Background: an optimization exercise with open tools, aiming at small area and a short achievable clock period. Do not read the settings as production practice.
At most, simulation tests tie the RTL to the original design; equivalence was not proved.

==> inputs of job 4042 <==
==> flow/design.v <==
package multconst_pkg;
  localparam int MAX_W   = 64;
  localparam int VEC_MAX = 1024;
  function automatic integer res_width(input integer din, input integer cw, input integer sh);
    res_width = din + cw - sh;
  endfunction
  function automatic logic [MAX_W-1:0] lane_slice(input logic [VEC_MAX-1:0] vec,
                                                  input integer lane, input integer width);
    logic [VEC_MAX-1:0] shifted;
    logic [MAX_W-1:0]   mask;
    shifted = vec >> (lane * width);
    mask    = {MAX_W{1'b1}} >> (MAX_W - width);
    lane_slice = shifted[MAX_W-1:0] & mask;
  endfunction
  function automatic logic [VEC_MAX-1:0] lane_place(input logic [MAX_W-1:0] val,
                                                    input integer lane, input integer width);
    logic [MAX_W-1:0] mask;
    mask = {MAX_W{1'b1}} >> (MAX_W - width);
    lane_place = VEC_MAX'(val & mask) << (lane * width);
  endfunction
  function automatic logic [MAX_W-1:0] round_shift(input logic [MAX_W-1:0] p, input integer sh);
    if (sh == 0) round_shift = p;
    else         round_shift = (p + (MAX_W'(1) << (sh - 1))) >> sh;
  endfunction
endpackage
module multconst_stage #(
  parameter int WIDTH = 8
) (
  input  logic             clk,
  input  logic             reset_n,
  input  logic             in_valid,
  input  logic [WIDTH-1:0] in_data,
  input  logic             next_advance,
  output logic             advance,
  output logic             valid,
  output logic [WIDTH-1:0] data
);
  assign advance = !valid || next_advance;
  always_ff @(posedge clk or negedge reset_n) begin
    if (!reset_n) begin
      valid <= 1'b0;
      data  <= '0;
    end else if (advance) begin
      valid <= in_valid;
      if (in_valid) data <= in_data;
    end
  end
endmodule
module multconst_pipe #(
  parameter int DATA_IN_WIDTH = 16,
  parameter int CONST_WIDTH   = 18,
  parameter int CONST_DEFAULT = 78125,
  parameter int LANES         = 4,
  parameter int STAGES        = 2,
  parameter int SHIFT         = 0,
  localparam int RES_WIDTH    = DATA_IN_WIDTH + CONST_WIDTH - SHIFT
) (
  input  logic                           clk,
  input  logic                           reset_n,
  input  logic                           const_load,
  input  logic [CONST_WIDTH-1:0]         const_in,
  input  logic                           in_valid,
  output logic                           in_ready,
  input  logic [LANES*DATA_IN_WIDTH-1:0] op_a,
  output logic                           out_valid,
  input  logic                           out_ready,
  output logic [LANES*RES_WIDTH-1:0]     result,
  output logic                           busy
);
  localparam int PW = DATA_IN_WIDTH + CONST_WIDTH;
  logic [CONST_WIDTH-1:0]         k;
  logic                           v0, v1;
  logic                           adv0, adv1;
  logic [LANES*DATA_IN_WIDTH-1:0] a0;
  logic [CONST_WIDTH-1:0]         k0;
  logic [LANES*RES_WIDTH-1:0]     r1;
  logic [LANES*RES_WIDTH-1:0]     prod;
  assign adv1 = !v1 || out_ready;
  assign adv0 = !v0 || adv1;
  always_ff @(posedge clk or negedge reset_n) begin
    if (!reset_n)        k <= CONST_WIDTH'(CONST_DEFAULT);
    else if (const_load) k <= const_in;
  end
  always_ff @(posedge clk or negedge reset_n) begin
    if (!reset_n) begin
      v0 <= 1'b0;
      v1 <= 1'b0;
    end else begin
      if (adv0) v0 <= in_valid;
      if (adv1) v1 <= v0;
    end
  end
  always_ff @(posedge clk) begin
    if (adv0 && in_valid) begin
      a0 <= op_a;
      k0 <= k;
    end
  end
  for (genvar i = 0; i < LANES; i++) begin : g_lane
    logic [PW-1:0] p;
    assign p = PW'(a0[i*DATA_IN_WIDTH +: DATA_IN_WIDTH]) * PW'(k0);
    assign prod[i*RES_WIDTH +: RES_WIDTH] = RES_WIDTH'(p >> SHIFT);
  end
  always_ff @(posedge clk or negedge reset_n) begin
    if (!reset_n)         r1 <= '0;
    else if (adv1 && v0)  r1 <= prod;
  end
  assign in_ready  = reset_n && adv0;
  assign out_valid = v1;
  assign result    = r1;
  assign busy      = v0 || v1;
endmodule
==> flow/run.sh <==
#!/bin/bash
# synth_recipe.tcl (not shown) runs the flow's synth.tcl, then flattens the netlist and writes it again
# the make line also repeats each setting of config.mk as NAME=value (left out here)
make -C /OpenROAD-flow-scripts/flow DESIGN_CONFIG=/design/flow/config.mk WORK_HOME=/design/flow/orfs CLKGATE_MAP_FILE= SYNTH_SCRIPT=/design/flow/synth_recipe.tcl finish
==> flow/config.mk <==
export PLATFORM = sky130hd
export DESIGN_NAME = multconst_pipe
export DESIGN_NICKNAME = multconst_pipe
export VERILOG_FILES = /design/flow/design.v
export SDC_FILE = /design/flow/constraint.sdc
export NUM_CORES = 4
export LEC_CHECK = 0
export CAP_MARGIN = 20
export CORE_MARGIN = 2
export CORE_UTILIZATION = 45
export SLEW_MARGIN = 20
==> flow/constraint.sdc <==
create_clock -name core_clock -period 7.0 [get_ports {clk}]
set_input_delay 1.4000 -clock core_clock [delete_from_list [all_inputs] [get_ports {clk}]]
set_output_delay 1.4000 -clock core_clock [all_outputs]
set_load 0.01 [all_outputs]
==> job 5447: changes against job 4042 <==
--- a/flow/design.v
+++ b/flow/design.v
@@ -55,26 +55,21 @@
   parameter int SHIFT         = 0,
-  localparam int RES_WIDTH    = DATA_IN_WIDTH + CONST_WIDTH - SHIFT
+  localparam int RES_WIDTH    = multconst_pkg::res_width(DATA_IN_WIDTH, CONST_WIDTH, SHIFT)
 ) (
-  input  logic                           clk,
-  input  logic                           reset_n,
-  input  logic                           const_load,
-  input  logic [CONST_WIDTH-1:0]         const_in,
-  input  logic                           in_valid,
-  output logic                           in_ready,
+  input  logic                         clk,
+  input  logic                         reset_n,
+  input  logic                         const_load,
+  input  logic [CONST_WIDTH-1:0]       const_in,
+  input  logic                         in_valid,
+  output logic                         in_ready,
   input  logic [LANES*DATA_IN_WIDTH-1:0] op_a,
-  output logic                           out_valid,
-  input  logic                           out_ready,
-  output logic [LANES*RES_WIDTH-1:0]     result,
-  output logic                           busy
+  output logic                         out_valid,
+  input  logic                         out_ready,
+  output logic [LANES*RES_WIDTH-1:0]   result,
+  output logic                         busy
 );
-  localparam int PW = DATA_IN_WIDTH + CONST_WIDTH;
-  logic [CONST_WIDTH-1:0]         k;
-  logic                           v0, v1;
-  logic                           adv0, adv1;
-  logic [LANES*DATA_IN_WIDTH-1:0] a0;
-  logic [CONST_WIDTH-1:0]         k0;
-  logic [LANES*RES_WIDTH-1:0]     r1;
-  logic [LANES*RES_WIDTH-1:0]     prod;
-  assign adv1 = !v1 || out_ready;
-  assign adv0 = !v0 || adv1;
+  localparam int PROD_WIDTH = DATA_IN_WIDTH + CONST_WIDTH;
+  localparam int VEC_W      = LANES * RES_WIDTH;
+  logic [CONST_WIDTH-1:0] k;
+  logic [VEC_W-1:0]       scaled;
+  logic [STAGES-1:0]      stage_valid;
   always_ff @(posedge clk or negedge reset_n) begin
@@ -83,30 +78,48 @@
   end
-  always_ff @(posedge clk or negedge reset_n) begin
-    if (!reset_n) begin
-      v0 <= 1'b0;
-      v1 <= 1'b0;
-    end else begin
-      if (adv0) v0 <= in_valid;
-      if (adv1) v1 <= v0;
+  always_comb begin
+    logic [multconst_pkg::VEC_MAX-1:0]    packed_v;
+    logic [PROD_WIDTH-1:0] prod;
+    packed_v = '0;
+    prod     = '0;
+    for (int i = 0; i < LANES; i++) begin
+      prod     = PROD_WIDTH'(multconst_pkg::lane_slice(multconst_pkg::VEC_MAX'(op_a), i, DATA_IN_WIDTH)) * PROD_WIDTH'(k);
+      packed_v = packed_v | multconst_pkg::lane_place(multconst_pkg::round_shift(multconst_pkg::MAX_W'(prod), SHIFT), i, RES_WIDTH);
     end
+    scaled = packed_v[VEC_W-1:0];
   end
-  always_ff @(posedge clk) begin
-    if (adv0 && in_valid) begin
-      a0 <= op_a;
-      k0 <= k;
+  for (genvar s = 0; s < STAGES; s++) begin : g_stage
+    logic             adv;
+    logic             vld;
+    logic             nxt;
+    logic             src_valid;
+    logic [VEC_W-1:0] src_data;
+    logic [VEC_W-1:0] dat;
+    if (s == 0) begin : g_src
+      assign src_valid = in_valid;
+      assign src_data  = scaled;
+    end else begin : g_src
+      assign src_valid = g_stage[s-1].vld;
+      assign src_data  = g_stage[s-1].dat;
     end
+    if (s == STAGES - 1) begin : g_nxt
+      assign nxt = out_ready;
+    end else begin : g_nxt
+      assign nxt = g_stage[s+1].adv;
+    end
+    multconst_stage #(.WIDTH(VEC_W)) u_stage (
+      .clk          (clk),
+      .reset_n      (reset_n),
+      .in_valid     (src_valid),
+      .in_data      (src_data),
+      .next_advance (nxt),
+      .advance      (adv),
+      .valid        (vld),
+      .data         (dat)
+    );
+    assign stage_valid[s] = vld;
   end
-  for (genvar i = 0; i < LANES; i++) begin : g_lane
-    logic [PW-1:0] p;
-    assign p = PW'(a0[i*DATA_IN_WIDTH +: DATA_IN_WIDTH]) * PW'(k0);
-    assign prod[i*RES_WIDTH +: RES_WIDTH] = RES_WIDTH'(p >> SHIFT);
-  end
-  always_ff @(posedge clk or negedge reset_n) begin
-    if (!reset_n)         r1 <= '0;
-    else if (adv1 && v0)  r1 <= prod;
-  end
-  assign in_ready  = reset_n && adv0;
-  assign out_valid = v1;
-  assign result    = r1;
-  assign busy      = v0 || v1;
+  assign in_ready  = reset_n && g_stage[0].adv;
+  assign out_valid = g_stage[STAGES-1].vld;
+  assign result    = g_stage[STAGES-1].dat;
+  assign busy      = |stage_valid;
 endmodule
==> run_results.csv <==
group,metric,value,unit
status,status,"no timing/DRC/antenna violations",
layout,nets,6422,
drt,vias,32800,
worst_setup_path,cpPeakStageDelay,0.71,ns
worst_setup_path,crit_type,"reg2reg",
-- figures above: job 4042

==> run_results.csv <==
group,metric,value,unit
worst_setup_path,crit_cells,21,
status,status,"no timing/DRC/antenna violations",
worst_setup_path,cpPeakStageDelay,0.57,ns
layout,nets,7006,
layout,drive_gt1_share,15.8,%
grt,overflow,0,
clock_tree,htreeDepth,2,
synthesis,synth_top_family_by_area,"adder cells",
-- figures above: job 5447

Only the layout flow was run in job 4042; the RTL was not checked for function there.

* * *

==> 06-25: inputs <==
multconst_pipe, a different RTL version from the one above (not shown whole).
==> module multconst_pipe, before the edit <==
module multconst_pipe #(
  parameter int DATA_IN_WIDTH = 16,
  parameter int CONST_WIDTH   = 18,
  parameter int CONST_DEFAULT = 78125,
  parameter int LANES         = 4,
  parameter int STAGES        = 2,
  parameter int SHIFT         = 0,
  localparam int RES_WIDTH    = DATA_IN_WIDTH + CONST_WIDTH - SHIFT
) (
  input  logic                           clk,
  input  logic                           reset_n,
  input  logic                           const_load,
  input  logic [CONST_WIDTH-1:0]         const_in,
  input  logic                           in_valid,
  output logic                           in_ready,
  input  logic [LANES*DATA_IN_WIDTH-1:0] op_a,
  output logic                           out_valid,
  input  logic                           out_ready,
  output logic [LANES*RES_WIDTH-1:0]     result,
  output logic                           busy
);
  localparam int ND = 6;                    
  localparam int AW = DATA_IN_WIDTH;
  localparam int A3W = DATA_IN_WIDTH + 2;   
  logic [CONST_WIDTH-1:0]  k;
  logic                    v0, v1;
  logic                    adv0, adv1;
  logic [LANES*AW-1:0]     a0;
  logic [LANES*A3W-1:0]    a30;
  logic [ND-1:0]           s10, s20, s30, s40, neg0;
  logic                    top0;
  logic [15:0]             corr0;
  logic [LANES*RES_WIDTH-1:0] s1r, sum;
  logic [LANES*3-1:0]         g1r, gen;
  logic [LANES*2-1:0]         p1r, prop;
  assign adv1 = !v1 || out_ready;
  assign adv0 = !v0 || adv1;
  always_ff @(posedge clk or negedge reset_n) begin
    if (!reset_n)        k <= CONST_WIDTH'(CONST_DEFAULT);
    else if (const_load) k <= const_in;
  end
  always_ff @(posedge clk or negedge reset_n) begin
    if (!reset_n) begin
      v0 <= 1'b0;
      v1 <= 1'b0;
    end else begin
      if (adv0) v0 <= in_valid;
      if (adv1) v1 <= v0;
    end
  end
  logic [ND-1:0] s1_k, s2_k, s3_k, s4_k, neg_k;
  logic [15:0]   nsum;
  always_comb begin
    logic [CONST_WIDTH+1:0] kx;
    kx = {2'b00, k};
    nsum = '0;
    for (int j = 0; j < ND; j++) begin
      logic [3:0] w;
      w = {kx[3*j+2], kx[3*j+1], kx[3*j], (j == 0) ? 1'b0 : kx[3*j-1]};
      s1_k[j]  = (w == 4'b0001) || (w == 4'b0010) || (w == 4'b1101) || (w == 4'b1110);
      s2_k[j]  = (w == 4'b0011) || (w == 4'b0100) || (w == 4'b1011) || (w == 4'b1100);
      s3_k[j]  = (w == 4'b0101) || (w == 4'b0110) || (w == 4'b1001) || (w == 4'b1010);
      s4_k[j]  = (w == 4'b0111) || (w == 4'b1000);
      neg_k[j] = w[3] && (w[2:0] != 3'b111);
      nsum[3*j] = neg_k[j];
    end
  end
  always_ff @(posedge clk) begin
    if (adv0 && in_valid) begin
      for (int i = 0; i < LANES; i++) begin
        a0[i*AW +: AW]    <= op_a[i*AW +: AW];
        a30[i*A3W +: A3W] <= {1'b0, op_a[i*AW +: AW], 1'b0} + A3W'(op_a[i*AW +: AW]);
      end
      s10   <= s1_k;
      s20   <= s2_k;
      s30   <= s3_k;
      s40   <= s4_k;
      neg0  <= neg_k;
      top0  <= k[CONST_WIDTH-1];
      corr0 <= -nsum;
    end
  end
  for (genvar i = 0; i < LANES; i++) begin : g_lane
    logic [2:0] pr_full;
    multconst_mul u_mul (
      .a    (a0[i*AW +: AW]),
      .a3   (a30[i*A3W +: A3W]),
      .s1   (s10),
      .s2   (s20),
      .s3   (s30),
      .s4   (s40),
      .neg  (neg0),
      .top  (top0),
      .corr (corr0),
      .s    (sum[i*RES_WIDTH +: RES_WIDTH]),
      .g    (gen[i*3 +: 3]),
      .pr   (pr_full)
    );
    assign prop[i*2 +: 2] = pr_full[2:1];
  end
  always_ff @(posedge clk or negedge reset_n) begin
    if (!reset_n) begin
      s1r <= '0;
      g1r <= '0;
      p1r <= '0;
    end else if (adv1 && v0) begin
      s1r <= sum;
      g1r <= gen;
      p1r <= prop;
    end
  end
  for (genvar i = 0; i < LANES; i++) begin : g_out
    logic [RES_WIDTH-1:0] sl;
    logic [2:0] g, c;
    logic [1:0] p;
    assign sl = s1r[i*RES_WIDTH +: RES_WIDTH];
    assign g  = g1r[i*3 +: 3];
    assign p  = p1r[i*2 +: 2];
    assign c[0] = g[0];
    assign c[1] = g[1] | (p[0] & g[0]);
    assign c[2] = g[2] | (p[1] & g[1]) | (p[1] & p[0] & g[0]);
    assign result[i*RES_WIDTH +: RES_WIDTH] = {sl[33:24] + 10'(c[2]), sl[23:16] + 8'(c[1]),
                                               sl[15:8] + 8'(c[0]), sl[7:0]};
  end
  assign in_ready  = reset_n && adv0;
  assign out_valid = v1;
  assign busy      = v0 || v1;
endmodule
Settings: LEC_CHECK=0, CAP_MARGIN=20, CORE_MARGIN=2, CORE_UTILIZATION=45, SLEW_MARGIN=20; clock period 7.0 ns.
run.sh (not shown) runs the stock make flow with config.mk's settings and CLKGATE_MAP_FILE= SYNTH_SCRIPT=/design/flow/synth_recipe.tcl, a recipe that flattens the netlist after the stock synthesis.
==> 11-04: changes against 06-25 <==
--- a/flow/design.v
+++ b/flow/design.v
@@ -30,15 +30,13 @@
   input  logic [5:0]  s2,
   input  logic [5:0]  s3,
   input  logic [5:0]  s4,
   input  logic [5:0]  neg,
   input  logic        top,
   input  logic [15:0] corr,
-  output logic [33:0] s,
-  output logic [2:0] g,
-  output logic [2:0] pr
+  output logic [33:0] p
 );
   wire pp0_0 = ((s1[0] & a[0]) | (s3[0] & a3[0])) ^ neg[0];
   wire pp0_1 = ((s1[0] & a[1]) | (s2[0] & a[0]) | (s3[0] & a3[1])) ^ neg[0];
   wire pp0_2 = ((s1[0] & a[2]) | (s2[0] & a[1]) | (s3[0] & a3[2]) | (s4[0] & a[0])) ^ neg[0];
   wire pp0_3 = ((s1[0] & a[3]) | (s2[0] & a[2]) | (s3[0] & a3[3]) | (s4[0] & a[1])) ^ neg[0];
   wire pp0_4 = ((s1[0] & a[4]) | (s2[0] & a[3]) | (s3[0] & a3[4]) | (s4[0] & a[2])) ^ neg[0];
@@ -365,19 +363,13 @@
   wire tc100 = (corr[14] & pp6_14) | (corr[14] & pp5_17) | (pp6_14 & pp5_17);
   wire ts101 = tc98 ^ ts100;
   wire tc101 = tc98 & ts100;
   wire ts102 = corr[15] ^ pp6_15 ^ tc100;
   wire [33:0] row0 = {tc101, tc99, tc97, tc95, tc92, tc89, tc86, tc82, tc78, tc74, tc69, tc64, tc59, tc54, tc49, tc44, tc39, tc34, tc29, ts28, ts24, tc17, tc14, ts13, ts10, tc6, ts5, ts3, tc1, tc0, pp1_0, pp0_2, pp0_1, pp0_0};
   wire [33:0] row1 = {ts102, ts101, ts99, ts97, ts95, ts92, ts89, ts86, ts82, ts78, ts74, ts69, ts64, ts59, ts54, ts49, ts44, ts39, ts34, ts29, ts25, ts21, ts17, ts14, ts11, ts8, ts6, ts4, ts2, ts1, ts0, 1'b0, 1'b0, neg[0]};
-  assign {g[0], s[7:0]} = {1'b0, row0[7:0]} + {1'b0, row1[7:0]};
-  assign pr[0] = &(row0[7:0] ^ row1[7:0]);
-  assign {g[1], s[15:8]} = {1'b0, row0[15:8]} + {1'b0, row1[15:8]};
-  assign pr[1] = &(row0[15:8] ^ row1[15:8]);
-  assign {g[2], s[23:16]} = {1'b0, row0[23:16]} + {1'b0, row1[23:16]};
-  assign pr[2] = &(row0[23:16] ^ row1[23:16]);
-  assign s[33:24] = row0[33:24] + row1[33:24];
+  assign p = row0 + row1;
 endmodule
 module multconst_pipe #(
   parameter int DATA_IN_WIDTH = 16,
   parameter int CONST_WIDTH   = 18,
   parameter int CONST_DEFAULT = 78125,
   parameter int LANES         = 4,
@@ -405,15 +397,14 @@
   logic                    adv0, adv1;
   logic [LANES*AW-1:0]     a0;
   logic [LANES*A3W-1:0]    a30;
   logic [ND-1:0]           s10, s20, s30, s40, neg0;
   logic                    top0;
   logic [15:0]             corr0;
-  logic [LANES*RES_WIDTH-1:0] s1r, sum;
-  logic [LANES*3-1:0]         g1r, gen;
-  logic [LANES*2-1:0]         p1r, prop;
+  logic [LANES*RES_WIDTH-1:0] r1;
+  logic [LANES*RES_WIDTH-1:0] prod;
   assign adv1 = !v1 || out_ready;
   assign adv0 = !v0 || adv1;
   always_ff @(posedge clk or negedge reset_n) begin
     if (!reset_n)        k <= CONST_WIDTH'(CONST_DEFAULT);
     else if (const_load) k <= const_in;
   end
@@ -456,51 +447,28 @@
       neg0  <= neg_k;
       top0  <= k[CONST_WIDTH-1];
       corr0 <= -nsum;
     end
   end
   for (genvar i = 0; i < LANES; i++) begin : g_lane
-    logic [2:0] pr_full;
     multconst_mul u_mul (
       .a    (a0[i*AW +: AW]),
       .a3   (a30[i*A3W +: A3W]),
       .s1   (s10),
       .s2   (s20),
       .s3   (s30),
       .s4   (s40),
       .neg  (neg0),
       .top  (top0),
       .corr (corr0),
-      .s    (sum[i*RES_WIDTH +: RES_WIDTH]),
-      .g    (gen[i*3 +: 3]),
-      .pr   (pr_full)
+      .p    (prod[i*RES_WIDTH +: RES_WIDTH])
     );
-    assign prop[i*2 +: 2] = pr_full[2:1];
   end
   always_ff @(posedge clk or negedge reset_n) begin
-    if (!reset_n) begin
-      s1r <= '0;
-      g1r <= '0;
-      p1r <= '0;
-    end else if (adv1 && v0) begin
-      s1r <= sum;
-      g1r <= gen;
-      p1r <= prop;
-    end
-  end
-  for (genvar i = 0; i < LANES; i++) begin : g_out
-    logic [RES_WIDTH-1:0] sl;
-    logic [2:0] g, c;
-    logic [1:0] p;
-    assign sl = s1r[i*RES_WIDTH +: RES_WIDTH];
-    assign g  = g1r[i*3 +: 3];
-    assign p  = p1r[i*2 +: 2];
-    assign c[0] = g[0];
-    assign c[1] = g[1] | (p[0] & g[0]);
-    assign c[2] = g[2] | (p[1] & g[1]) | (p[1] & p[0] & g[0]);
-    assign result[i*RES_WIDTH +: RES_WIDTH] = {sl[33:24] + 10'(c[2]), sl[23:16] + 8'(c[1]),
-                                               sl[15:8] + 8'(c[0]), sl[7:0]};
+    if (!reset_n)         r1 <= '0;
+    else if (adv1 && v0)  r1 <= prod;
   end
   assign in_ready  = reset_n && adv0;
   assign out_valid = v1;
+  assign result    = r1;
   assign busy      = v0 || v1;
 endmodule
--- a/flow/config.mk
+++ b/flow/config.mk
@@ -5,7 +5,8 @@
 export SDC_FILE = /design/flow/constraint.sdc
 export NUM_CORES = 4
 export LEC_CHECK = 0
 export CAP_MARGIN = 20
 export CORE_MARGIN = 2
 export CORE_UTILIZATION = 45
+export SETUP_SLACK_MARGIN = 2.8
 export SLEW_MARGIN = 20
==> 05-24: changes against 06-25 <==
--- a/flow/design.v
+++ b/flow/design.v
@@ -1,29 +1,23 @@
 package multconst_pkg;
-  localparam int MAX_W   = 64;
-  localparam int VEC_MAX = 1024;
-  function automatic integer res_width(input integer din, input integer cw, input integer sh);
-    res_width = din + cw - sh;
-  endfunction
-  function automatic logic [MAX_W-1:0] lane_slice(input logic [VEC_MAX-1:0] vec,
-                                                  input integer lane, input integer width);
-    logic [VEC_MAX-1:0] shifted;
-    logic [MAX_W-1:0]   mask;
-    shifted = vec >> (lane * width);
-    mask    = {MAX_W{1'b1}} >> (MAX_W - width);
-    lane_slice = shifted[MAX_W-1:0] & mask;
-  endfunction
-  function automatic logic [VEC_MAX-1:0] lane_place(input logic [MAX_W-1:0] val,
-                                                    input integer lane, input integer width);
-    logic [MAX_W-1:0] mask;
-    mask = {MAX_W{1'b1}} >> (MAX_W - width);
-    lane_place = VEC_MAX'(val & mask) << (lane * width);
-  endfunction
-  function automatic logic [MAX_W-1:0] round_shift(input logic [MAX_W-1:0] p, input integer sh);
-    if (sh == 0) round_shift = p;
-    else         round_shift = (p + (MAX_W'(1) << (sh - 1))) >> sh;
+  function automatic logic [30:0] booth8_sel(input logic [17:0] k);
+    logic [19:0] kx;
+    logic [3:0]  w;
+    logic [30:0] r;
+    kx = {2'b00, k};
+    r  = '0;
+    for (integer j = 0; j < 6; j = j + 1) begin
+      w = {kx[3*j+2], kx[3*j+1], kx[3*j], (j == 0) ? 1'b0 : kx[3*j-1]};
+      r[j]      = (w == 4'b0001) || (w == 4'b0010) || (w == 4'b1101) || (w == 4'b1110);
+      r[6 + j]  = (w == 4'b0011) || (w == 4'b0100) || (w == 4'b1011) || (w == 4'b1100);
+      r[12 + j] = (w == 4'b0101) || (w == 4'b0110) || (w == 4'b1001) || (w == 4'b1010);
+      r[18 + j] = (w == 4'b0111) || (w == 4'b1000);
+      r[24 + j] = w[3] && (w[2:0] != 3'b111);
+    end
+    r[30] = k[17];
+    booth8_sel = r;
   endfunction
 endpackage
 module multconst_mul (
   input  logic [15:0] a,
   input  logic [17:0] a3,
   input  logic [5:0]  s1,
@@ -394,23 +388,23 @@
   input  logic [LANES*DATA_IN_WIDTH-1:0] op_a,
   output logic                           out_valid,
   input  logic                           out_ready,
   output logic [LANES*RES_WIDTH-1:0]     result,
   output logic                           busy
 );
-  localparam int ND = 6;                    
-  localparam int AW = DATA_IN_WIDTH;
+  localparam int ND  = 6;                   
+  localparam int AW  = DATA_IN_WIDTH;
   localparam int A3W = DATA_IN_WIDTH + 2;   
-  logic [CONST_WIDTH-1:0]  k;
-  logic                    v0, v1;
-  logic                    adv0, adv1;
-  logic [LANES*AW-1:0]     a0;
-  logic [LANES*A3W-1:0]    a30;
-  logic [ND-1:0]           s10, s20, s30, s40, neg0;
-  logic                    top0;
-  logic [15:0]             corr0;
+  localparam int SW  = 5 * ND + 1;          
+  logic [CONST_WIDTH-1:0]     k;
+  logic                       v0, v1;
+  logic                       adv0, adv1;
+  logic [LANES*AW-1:0]        a0;
+  logic [LANES*A3W-1:0]       a30;
+  logic [SW-1:0]              sel_a, sel_b;
+  logic [15:0]                corr0;
   logic [LANES*RES_WIDTH-1:0] s1r, sum;
   logic [LANES*3-1:0]         g1r, gen;
   logic [LANES*2-1:0]         p1r, prop;
   assign adv1 = !v1 || out_ready;
   assign adv0 = !v0 || adv1;
   always_ff @(posedge clk or negedge reset_n) begin
@@ -423,55 +417,49 @@
       v1 <= 1'b0;
     end else begin
       if (adv0) v0 <= in_valid;
       if (adv1) v1 <= v0;
     end
   end
-  logic [ND-1:0] s1_k, s2_k, s3_k, s4_k, neg_k;
+  localparam logic [SW-1:0] SEL_DEFAULT = multconst_pkg::booth8_sel(CONST_WIDTH'(CONST_DEFAULT));
+  logic [SW-1:0] sel_k;
   logic [15:0]   nsum;
   always_comb begin
-    logic [CONST_WIDTH+1:0] kx;
-    kx = {2'b00, k};
-    nsum = '0;
-    for (int j = 0; j < ND; j++) begin
-      logic [3:0] w;
-      w = {kx[3*j+2], kx[3*j+1], kx[3*j], (j == 0) ? 1'b0 : kx[3*j-1]};
-      s1_k[j]  = (w == 4'b0001) || (w == 4'b0010) || (w == 4'b1101) || (w == 4'b1110);
-      s2_k[j]  = (w == 4'b0011) || (w == 4'b0100) || (w == 4'b1011) || (w == 4'b1100);
-      s3_k[j]  = (w == 4'b0101) || (w == 4'b0110) || (w == 4'b1001) || (w == 4'b1010);
-      s4_k[j]  = (w == 4'b0111) || (w == 4'b1000);
-      neg_k[j] = w[3] && (w[2:0] != 3'b111);
-      nsum[3*j] = neg_k[j];
-    end
+    sel_k = multconst_pkg::booth8_sel(k);
+    nsum  = '0;
+    for (int j = 0; j < ND; j++) nsum[3*j] = sel_k[4*ND + j];
+  end
+  logic [SW-1:0] kb;
+  always_ff @(posedge clk or negedge reset_n) begin
+    if (!reset_n)        kb <= SEL_DEFAULT;
+    else if (const_load) kb <= multconst_pkg::booth8_sel(const_in);
   end
   always_ff @(posedge clk) begin
     if (adv0 && in_valid) begin
       for (int i = 0; i < LANES; i++) begin
         a0[i*AW +: AW]    <= op_a[i*AW +: AW];
         a30[i*A3W +: A3W] <= {1'b0, op_a[i*AW +: AW], 1'b0} + A3W'(op_a[i*AW +: AW]);
       end
-      s10   <= s1_k;
-      s20   <= s2_k;
-      s30   <= s3_k;
-      s40   <= s4_k;
-      neg0  <= neg_k;
-      top0  <= k[CONST_WIDTH-1];
+      sel_a <= sel_k;
+      sel_b <= kb;
       corr0 <= -nsum;
     end
   end
   for (genvar i = 0; i < LANES; i++) begin : g_lane
-    logic [2:0] pr_full;
+    logic [SW-1:0] sel;
+    logic [2:0]    pr_full;
+    assign sel = (i < LANES / 2) ? sel_a : sel_b;
     multconst_mul u_mul (
       .a    (a0[i*AW +: AW]),
       .a3   (a30[i*A3W +: A3W]),
-      .s1   (s10),
-      .s2   (s20),
-      .s3   (s30),
-      .s4   (s40),
-      .neg  (neg0),
-      .top  (top0),
+      .s1   (sel[0*ND +: ND]),
+      .s2   (sel[1*ND +: ND]),
+      .s3   (sel[2*ND +: ND]),
+      .s4   (sel[3*ND +: ND]),
+      .neg  (sel[4*ND +: ND]),
+      .top  (sel[5*ND]),
       .corr (corr0),
       .s    (sum[i*RES_WIDTH +: RES_WIDTH]),
       .g    (gen[i*3 +: 3]),
       .pr   (pr_full)
     );
     assign prop[i*2 +: 2] = pr_full[2:1];
@@ -485,22 +473,33 @@
       s1r <= sum;
       g1r <= gen;
       p1r <= prop;
     end
   end
   for (genvar i = 0; i < LANES; i++) begin : g_out
-    logic [RES_WIDTH-1:0] sl;
+    logic [RES_WIDTH-1:0] sl, inc;
     logic [2:0] g, c;
     logic [1:0] p;
     assign sl = s1r[i*RES_WIDTH +: RES_WIDTH];
     assign g  = g1r[i*3 +: 3];
     assign p  = p1r[i*2 +: 2];
     assign c[0] = g[0];
     assign c[1] = g[1] | (p[0] & g[0]);
     assign c[2] = g[2] | (p[1] & g[1]) | (p[1] & p[0] & g[0]);
-    assign result[i*RES_WIDTH +: RES_WIDTH] = {sl[33:24] + 10'(c[2]), sl[23:16] + 8'(c[1]),
-                                               sl[15:8] + 8'(c[0]), sl[7:0]};
+    always_comb begin
+      inc = '0;
+      for (int b = 8; b < RES_WIDTH; b++) begin
+        int lo;
+        logic ones;
+        lo = (b < 16) ? 8 : (b < 24) ? 16 : 24;
+        ones = 1'b1;
+        for (int m = 8; m < RES_WIDTH; m++)
+          if (m >= lo && m < b) ones = ones & sl[m];
+        inc[b] = ones & c[(lo / 8) - 1];
+      end
+    end
+    assign result[i*RES_WIDTH +: RES_WIDTH] = sl ^ inc;
   end
   assign in_ready  = reset_n && adv0;
   assign out_valid = v1;
   assign busy      = v0 || v1;
 endmodule
==> flow/flow/run.sh (new file) <==
#!/bin/bash
# The standard layout, except that the ports are buffered with buf_2 cells
# instead of the delay-buffer cells buffer_ports picks by default.
set -euo pipefail
bash standard.sh "BUFFER_PORTS_ARGS=-buffer_cell sky130_fd_sc_hd__buf_2" finish > standard.log 2>&1
==> flow/standard.sh (new file) <==
#!/bin/bash
# synth_recipe.tcl (not shown) runs the flow's synth.tcl, then flattens the netlist and writes it again
# the make line also repeats each setting of config.mk as NAME=value (left out here)
make -C /OpenROAD-flow-scripts/flow DESIGN_CONFIG=/design/flow/config.mk WORK_HOME=/design/flow/orfs CLKGATE_MAP_FILE= SYNTH_SCRIPT=/design/flow/synth_recipe.tcl "${@:-finish}"
--- a/flow/config.mk
+++ b/flow/config.mk
@@ -5,7 +5,9 @@
 export SDC_FILE = /design/flow/constraint.sdc
 export NUM_CORES = 4
 export LEC_CHECK = 0
 export CAP_MARGIN = 20
 export CORE_MARGIN = 2
 export CORE_UTILIZATION = 45
+export SETUP_SLACK_MARGIN = 2.2
 export SLEW_MARGIN = 20
+export TNS_END_PERCENT = 0
removed: flow/run.sh
==> 06-28: changes against 06-25 <==
--- a/flow/design.v
+++ b/flow/design.v
@@ -394,23 +394,23 @@
   input  logic [LANES*DATA_IN_WIDTH-1:0] op_a,
   output logic                           out_valid,
   input  logic                           out_ready,
   output logic [LANES*RES_WIDTH-1:0]     result,
   output logic                           busy
 );
-  localparam int ND = 6;                    
-  localparam int AW = DATA_IN_WIDTH;
+  localparam int ND  = 6;                   
+  localparam int AW  = DATA_IN_WIDTH;
   localparam int A3W = DATA_IN_WIDTH + 2;   
-  logic [CONST_WIDTH-1:0]  k;
-  logic                    v0, v1;
-  logic                    adv0, adv1;
-  logic [LANES*AW-1:0]     a0;
-  logic [LANES*A3W-1:0]    a30;
-  logic [ND-1:0]           s10, s20, s30, s40, neg0;
-  logic                    top0;
-  logic [15:0]             corr0;
+  localparam int SW  = 5 * ND + 1;          
+  logic [CONST_WIDTH-1:0]     k;
+  logic                       v0, v1;
+  logic                       adv0, adv1;
+  logic [LANES*AW-1:0]        a0;
+  logic [LANES*A3W-1:0]       a30;
+  logic [SW-1:0]              sel_p, sel_n;
+  logic [15:0]                corr0;
   logic [LANES*RES_WIDTH-1:0] s1r, sum;
   logic [LANES*3-1:0]         g1r, gen;
   logic [LANES*2-1:0]         p1r, prop;
   assign adv1 = !v1 || out_ready;
   assign adv0 = !v0 || adv1;
   always_ff @(posedge clk or negedge reset_n) begin
@@ -440,38 +440,38 @@
       s3_k[j]  = (w == 4'b0101) || (w == 4'b0110) || (w == 4'b1001) || (w == 4'b1010);
       s4_k[j]  = (w == 4'b0111) || (w == 4'b1000);
       neg_k[j] = w[3] && (w[2:0] != 3'b111);
       nsum[3*j] = neg_k[j];
     end
   end
+  logic [SW-1:0] sel_k;
+  assign sel_k = {k[CONST_WIDTH-1], neg_k, s4_k, s3_k, s2_k, s1_k};
   always_ff @(posedge clk) begin
     if (adv0 && in_valid) begin
       for (int i = 0; i < LANES; i++) begin
         a0[i*AW +: AW]    <= op_a[i*AW +: AW];
         a30[i*A3W +: A3W] <= {1'b0, op_a[i*AW +: AW], 1'b0} + A3W'(op_a[i*AW +: AW]);
       end
-      s10   <= s1_k;
-      s20   <= s2_k;
-      s30   <= s3_k;
-      s40   <= s4_k;
-      neg0  <= neg_k;
-      top0  <= k[CONST_WIDTH-1];
+      sel_p <= sel_k;
+      sel_n <= ~sel_k;
       corr0 <= -nsum;
     end
   end
   for (genvar i = 0; i < LANES; i++) begin : g_lane
-    logic [2:0] pr_full;
+    logic [SW-1:0] sel;
+    logic [2:0]    pr_full;
+    assign sel = (i < LANES / 2) ? sel_p : ~sel_n;
     multconst_mul u_mul (
       .a    (a0[i*AW +: AW]),
       .a3   (a30[i*A3W +: A3W]),
-      .s1   (s10),
-      .s2   (s20),
-      .s3   (s30),
-      .s4   (s40),
-      .neg  (neg0),
-      .top  (top0),
+      .s1   (sel[0*ND +: ND]),
+      .s2   (sel[1*ND +: ND]),
+      .s3   (sel[2*ND +: ND]),
+      .s4   (sel[3*ND +: ND]),
+      .neg  (sel[4*ND +: ND]),
+      .top  (sel[5*ND]),
       .corr (corr0),
       .s    (sum[i*RES_WIDTH +: RES_WIDTH]),
       .g    (gen[i*3 +: 3]),
       .pr   (pr_full)
     );
     assign prop[i*2 +: 2] = pr_full[2:1];
@@ -485,22 +485,33 @@
       s1r <= sum;
       g1r <= gen;
       p1r <= prop;
     end
   end
   for (genvar i = 0; i < LANES; i++) begin : g_out
-    logic [RES_WIDTH-1:0] sl;
+    logic [RES_WIDTH-1:0] sl, inc;
     logic [2:0] g, c;
     logic [1:0] p;
     assign sl = s1r[i*RES_WIDTH +: RES_WIDTH];
     assign g  = g1r[i*3 +: 3];
     assign p  = p1r[i*2 +: 2];
     assign c[0] = g[0];
     assign c[1] = g[1] | (p[0] & g[0]);
     assign c[2] = g[2] | (p[1] & g[1]) | (p[1] & p[0] & g[0]);
-    assign result[i*RES_WIDTH +: RES_WIDTH] = {sl[33:24] + 10'(c[2]), sl[23:16] + 8'(c[1]),
-                                               sl[15:8] + 8'(c[0]), sl[7:0]};
+    always_comb begin
+      inc = '0;
+      for (int b = 8; b < RES_WIDTH; b++) begin
+        int lo;
+        logic ones;
+        lo = (b < 16) ? 8 : (b < 24) ? 16 : 24;
+        ones = 1'b1;
+        for (int m = 8; m < RES_WIDTH; m++)
+          if (m >= lo && m < b) ones = ones & sl[m];
+        inc[b] = ones & c[(lo / 8) - 1];
+      end
+    end
+    assign result[i*RES_WIDTH +: RES_WIDTH] = sl ^ inc;
   end
   assign in_ready  = reset_n && adv0;
   assign out_valid = v1;
   assign busy      = v0 || v1;
 endmodule
==> flow/flow/run.sh (new file) <==
#!/bin/bash
# The standard layout, except that the ports are buffered with buf_2 cells
# instead of the delay-buffer cells buffer_ports picks by default.
set -euo pipefail
bash standard.sh "BUFFER_PORTS_ARGS=-buffer_cell sky130_fd_sc_hd__buf_2" finish > standard.log 2>&1
==> flow/standard.sh (new file) <==
#!/bin/bash
# synth_recipe.tcl (not shown) runs the flow's synth.tcl, then flattens the netlist and writes it again
# the make line also repeats each setting of config.mk as NAME=value (left out here)
make -C /OpenROAD-flow-scripts/flow DESIGN_CONFIG=/design/flow/config.mk WORK_HOME=/design/flow/orfs CLKGATE_MAP_FILE= SYNTH_SCRIPT=/design/flow/synth_recipe.tcl "${@:-finish}"
--- a/flow/config.mk
+++ b/flow/config.mk
@@ -4,8 +4,8 @@
 export VERILOG_FILES = /design/flow/design.v
 export SDC_FILE = /design/flow/constraint.sdc
 export NUM_CORES = 4
 export LEC_CHECK = 0
 export CAP_MARGIN = 20
 export CORE_MARGIN = 2
-export CORE_UTILIZATION = 45
+export CORE_UTILIZATION = 35
 export SLEW_MARGIN = 20
removed: flow/run.sh
==> notes <==
Worst hold slack, highest first: 06-25, 11-04, 06-28, 05-24. In 11-04 the core utilization is higher than in 06-25, by 9.0 points. Via count: 05-24 > 11-04 > 06-28 > 06-25. The lowest sequential cell count belongs to 11-04, the highest to 05-24. Global-route usage, lowest first: 06-28, 06-25, 05-24, 11-04. Area after synthesis: 05-24 is larger than 11-04 (about 7%). The lowest count of clock-buffer cells in the layout belongs to 06-25, the highest to 06-28.
==> figures <==
metric                                                            06-25                11-04                05-24                06-28
Antenna violations before repair                                      1                    2                    7                   24
Number of distinct library cells after synthesis                     72                   89                   76                   66
Slew HR                                                           25.1%                25.4%                12.4%                20.3%
Count leader, synth                                             xnor2_1                inv_1                inv_1                inv_1
Antenna Cells                                                         1                    0                    2                    5
Post-detailed-placement cell area                           46000 sq um          46000 sq um          46400 sq um          45800 sq um
Result of the run                      no timing/DRC/antenna violations  no timing/DRC/antenna violations  no timing/DRC/antenna violations  no timing/DRC/antenna violations
Met1 track utilization from global routing                        45.5%                50.5%                47.0%                36.3%
Final cell utilization of the core                                49.9%                58.9%                52.0%                38.4%
First-pass iteration count of the detailed router                    12                   11                   13                   12
Capturing element of the worst setup path          s1r[124]$_DFFE_PN0P_  r1[101]$_DFFE_PN0P_  s1r[56]$_DFFE_PN0P_  s1r[90]$_DFFE_PN0P_
Inserted Clock Buffers                                               40                   38                   47                   45
Floorplan die area                                          98200 sq um          95300 sq um         102000 sq um         127000 sq um
Share of layout cells above drive strength 1                      5.21%                24.9%                17.8%                10.1%
No functional check of the RTL was part of 06-25 and 11-04.

==> what the ideal ports hide <==
No port has a modelled driver above. Below, the same layouts with a new extraction and two added sets of constraints.
Step 1 sets driving cells, clkbuf_16 on the clock port and buf_2 on the other inputs (assumed; they add their load-dependent delay and slew).
Step 2 moves the port delays by t, midway between the first and last clock arrival at a register: inputs arrive t later, outputs are due t later. That takes back most of the time a late clock gives input paths.
Slacks: ideal / step 1 / step 2; pairs: ideal / step 1.
run	shift t [ns]	setup WS [ns]	clock arrival spread, ns
job 4042	0.667	0.344 / 0.344 / 0.344	0.017 / 0.017
job 5447	0.669	0.180 / 0.178 / -0.492	0.027 / 0.027
06-25	0.655	1.276 / 1.276 / 1.276	0.023 / 0.024
11-04	0.670	1.614 / 1.614 / 1.614	0.051 / 0.052
05-24	0.699	2.034 / 2.034 / 2.034	0.069 / 0.068
06-28	0.679	1.431 / 1.431 / 1.431	0.034 / 0.034
With both steps, setup timing fails in job 5447, where it was met with ideal ports. For job 5447, which loses most, drivers alone change the setup slack by -0.002 ns; drivers and shift together by -0.672 ns.
